This is an optimization exercise on Yosys and OpenROAD, whose aim is small area, a short achievable clock period and few clock cycles per item, not a production implementation. Where RTL was checked, it was by simulation tests only, not by an equivalence proof against the original. Power figures rest on the tool's default switching activity, not on a simulated workload.

// mdc_top
module mdc_top (
    input  wire logic           clk,
    input  wire logic           rst_n,
    input  wire logic           in_valid,
    input  wire mdc_pkg::code_t in_data,
    output logic                in_credit,
    output logic                out_valid,
    output mdc_pkg::det_t       out_data,
    input  wire logic           out_credit
);
    function automatic logic yields(input logic [3:0] p);
        yields = (p[3:2] != 2'd0) && (p[1:0] != 2'd0);
    endfunction
    logic           iv_r;      
    logic           oc_r;      
    mdc_pkg::elem_t elem;
    mdc_pkg::elem_t win [3];   
    logic [3:0]     rpos;      
    logic           pv;        
    element_decoder dec_i (
        .code (in_data),
        .elem (elem)
    );
    always_ff @(posedge clk) begin
        if (in_valid) begin
            win[0] <= elem;
            for (int i = 1; i < 3; i++) win[i] <= win[i-1];
        end
    end
    always_ff @(posedge clk or negedge rst_n) begin
        if (!rst_n) begin
            iv_r <= 1'b0;
            oc_r <= 1'b0;
            rpos <= '0;
            pv   <= 1'b0;
        end else begin
            iv_r <= in_valid;
            oc_r <= out_credit;
            if (in_valid) rpos <= rpos + 4'd1;
            pv <= in_valid && yields(rpos);
        end
    end
    mdc_pkg::det_t det;
    logic          dv;   
    minor_engine eng_i (
        .clk   (clk),
        .rst_n (rst_n),
        .shift (in_valid),
        .w0    (win[0]),
        .w2    (win[2]),
        .v_in  (pv),
        .v_out (dv),
        .det   (det)
    );
    mdc_pkg::det_t o_data;
    logic          o_full;    
    mdc_pkg::det_t q_data;
    logic          q_full;
    logic [5:0]    cred;      
    logic          o_keep;
    logic          o_next;
    logic          cred_ok;
    assign o_keep  = o_full && !out_valid;
    assign o_next  = o_keep || q_full || dv;
    assign cred_ok = (cred + 6'(oc_r) > 6'(out_valid)) || out_credit;
    always_ff @(posedge clk) begin
        if (!o_keep) o_data <= q_full ? q_data : det;
  ...
Size in the first run: ~44 I/O pins.
Settings: LEC_CHECK=0, CAP_MARGIN=20, CORE_MARGIN=2, CORE_UTILIZATION=65, CTS_BUF_LIST=sky130_fd_sc_hd__clkbuf_16, CTS_CLUSTER_DIAMETER=90, CTS_CLUSTER_SIZE=24, SLEW_MARGIN=20, TNS_END_PERCENT=20; clock period 9.0 ns.
standard.sh (not shown) runs the stock make flow with config.mk's settings and CLKGATE_MAP_FILE= SYNTH_SCRIPT=/design/flow/synth_recipe.tcl, a recipe that flattens the netlist after the stock synthesis.
==> flow/flow/run.sh <==
#!/bin/bash
set -euo pipefail
export BUFFER_PORTS_ARGS="-buffer_cell sky130_fd_sc_hd__buf_2"
export SETUP_SLACK_MARGIN=5.8
bash standard.sh > standard_make.log 2>&1
Testbench counts at the start, summed over its fixed seeds: cycles 4,120, results 2,304.
Rerun with:
==> flow/flow/run.sh (replaced) <==
#!/bin/bash
set -euo pipefail
export BUFFER_PORTS_ARGS="-buffer_cell sky130_fd_sc_hd__buf_2"
export SETUP_SLACK_MARGIN=5.9
bash standard.sh > standard_make.log 2>&1
=> The changed run ran to the end with no violations. Final cell count came out higher by 0.39%. Clock skew came out lower by 0.0063 ns. Non-clock buffer count came out higher by 5. Routed wire length came out higher by 2.6%. Final area came out higher by 0.72%. Synthesized area is unchanged. Sequential power barely changes.
Rerun with:
==> flow/flow/run.sh (replaced) <==
#!/bin/bash
set -euo pipefail
export BUFFER_PORTS_ARGS="-buffer_cell sky130_fd_sc_hd__buf_2"
export SETUP_SLACK_MARGIN=5.8
bash standard.sh > standard_make.log 2>&1
CTS_BUF_LIST = sky130_fd_sc_hd__clkbuf_8   (was sky130_fd_sc_hd__clkbuf_16)
CTS_CLUSTER_DIAMETER = 60   (was 90)
CTS_CLUSTER_SIZE = 14   (was 24)
TNS_END_PERCENT = unset   (was 20)
After rerunning:
- worst setup slack gains 0.018 ns
- synthesized area does not change
- worst hold slack is worse by 0.019 ns
- routed wire length falls by 2.5%

Setup of main:
Another version of the RTL of mdc_top (not shown whole).
Size in the first run: roughly 1200 cells after synthesis, ~250 flip-flops, ~44 I/O pins.
export LEC_CHECK = 0
export CAP_MARGIN = 20
export CORE_MARGIN = 2
export CORE_UTILIZATION = 40
export CTS_BUF_LIST = sky130_fd_sc_hd__clkbuf_8
export SLEW_MARGIN = 60
create_clock -name core_clock -period 9.0 [get_ports {clk}]
==> flow/flow/run.sh <==
#!/bin/bash
set -euo pipefail
export BUFFER_PORTS_ARGS="-buffer_cell sky130_fd_sc_hd__buf_2"
bash standard.sh > standard_make.log 2>&1
Edits applied to the flow inputs when going from main to the feature branch:
Settings: swapping 60 for 20 in SLEW_MARGIN.
==> comparison <==
The feature branch | stages: all done | timing, DRC, antenna: all pass. Across both runs, maximum clock rate was lower for the feature branch than for main. The feature branch vs main — share of power burned in the clock network rose 0.8 points. On combinational logic power, the feature branch tracks main almost exactly. Measured against each other, the feature branch and main differ in fraction of area in multi-input gates, the higher figure coming from the feature branch. The final worst-path cycle share in the feature branch was higher than what main gave. Register fraction of the total cell area, the feature branch and main: larger value in the feature branch. The feature branch vs main — total power climbed slightly. Run comparison: the feature branch worst setup path startpoint win[0][8]; main worst setup path startpoint eng_i.cs1. As far as CTS sink count goes, the feature branch and main are indistinguishable; the numbers are identical. The worst hold slack of the feature branch was inferior to that of main. Row largest incremental delay on the critical path: the feature branch higher / main lower.
No run of this note included a check of the RTL's function; only the layout flow was run.

== old ==
RTL: one of the versions met above, not the one the previous note started from.
Size: roughly 1200 cells after synthesis, roughly 250 flip-flops, roughly 44 I/O pins, ~0.014 mm2 of cells after synthesis.
==> flow/config.mk <==
export PLATFORM = sky130hd
export DESIGN_NAME = mdc_top
export DESIGN_NICKNAME = mdc_top
export VERILOG_FILES = /design/flow/design.v
export SDC_FILE = /design/flow/constraint.sdc
export NUM_CORES = 4
export LEC_CHECK = 0
export CAP_MARGIN = 20
export CORE_MARGIN = 2
export CORE_UTILIZATION = 40
export CTS_BUF_LIST = sky130_fd_sc_hd__clkbuf_16
export CTS_CLUSTER_DIAMETER = 90
export CTS_CLUSTER_SIZE = 24
export SLEW_MARGIN = 20
==> flow/constraint.sdc <==
create_clock -name core_clock -period 9.0 [get_ports {clk}]
set_input_delay 1.8000 -clock core_clock [delete_from_list [all_inputs] [get_ports {clk}]]
set_output_delay 1.8000 -clock core_clock [all_outputs]
set_load 0.01 [all_outputs]
Scripts as last shown in full above: flow/flow/run.sh
old was carried through to the last stage, and its layout satisfied the timing, design-rule and antenna checks.
Testbench counts of old, summed over its fixed seeds: cycles 4,120, results 2,304.
Input-level comparison between new and old:
Settings: CORE_UTILIZATION changed from 40 to 65; ABC_AREA newly set to 1.
==> flow/flow/run.sh <==
#!/bin/bash
set -euo pipefail
export BUFFER_PORTS_ARGS="-buffer_cell sky130_fd_sc_hd__buf_2"
export SETUP_SLACK_MARGIN=5.8
bash standard.sh > standard_make.log 2>&1
## What came out
new against old: total setup buffers inserted after CTS now larger, wire length of the first global-routing pass now larger.
old → new: post-route cell area saw an increase; post-layout worst setup margin saw a decrease; HPWL after detailed placement saw an increase.

## port drivers added, routing unchanged
No port has a modelled driver above. Below, the same layouts with a new extraction and two added sets of constraints.
Step 1 sets driving cells, clkbuf_16 on the clock port and buf_2 on the other inputs (assumed; they add their load-dependent delay and slew).
Step 2 moves the port delays by t, midway between the first and last clock arrival at a register: inputs arrive t later, outputs are due t later. That takes back most of the time a late clock gives input paths.
Slacks: ideal ports / drivers / drivers and shift; pairs: ideal ports / drivers.
| run | t, ns | setup WS [ns] | worst hold slack (ns) | pins driven straight from the clock port |
|---|---|---|---|---|
| the first run of note 1 | 0.525 | 5.833 / 5.833 / 5.507 | 0.348 / 0.348 / 0.348 | 1 |
| the second run of note 1 | 0.524 | 5.857 / 5.857 / 5.454 | 0.345 / 0.345 / 0.345 | 1 |
| the third run of note 1 | 0.574 | 5.875 / 5.875 / 5.459 | 0.326 / 0.326 / 0.326 | 1 |
| main | 0.585 | 5.539 / 5.539 / 5.308 | 0.340 / 0.340 / 0.340 | 1 |
| the feature branch | 0.594 | 5.320 / 5.320 / 5.320 | 0.335 / 0.335 / 0.335 | 1 |
| old | 0.532 | 5.763 / 5.763 / 5.407 | 0.347 / 0.347 / 0.347 | 1 |
| new | 0.540 | 5.698 / 5.698 / 5.643 | 0.347 / 0.347 / 0.347 | 1 |
After both steps setup and hold are still met in every run listed. The setup slack of the third run of note 1, which loses most, moves by 0.000 ns with the drivers and by -0.416 ns with both steps.
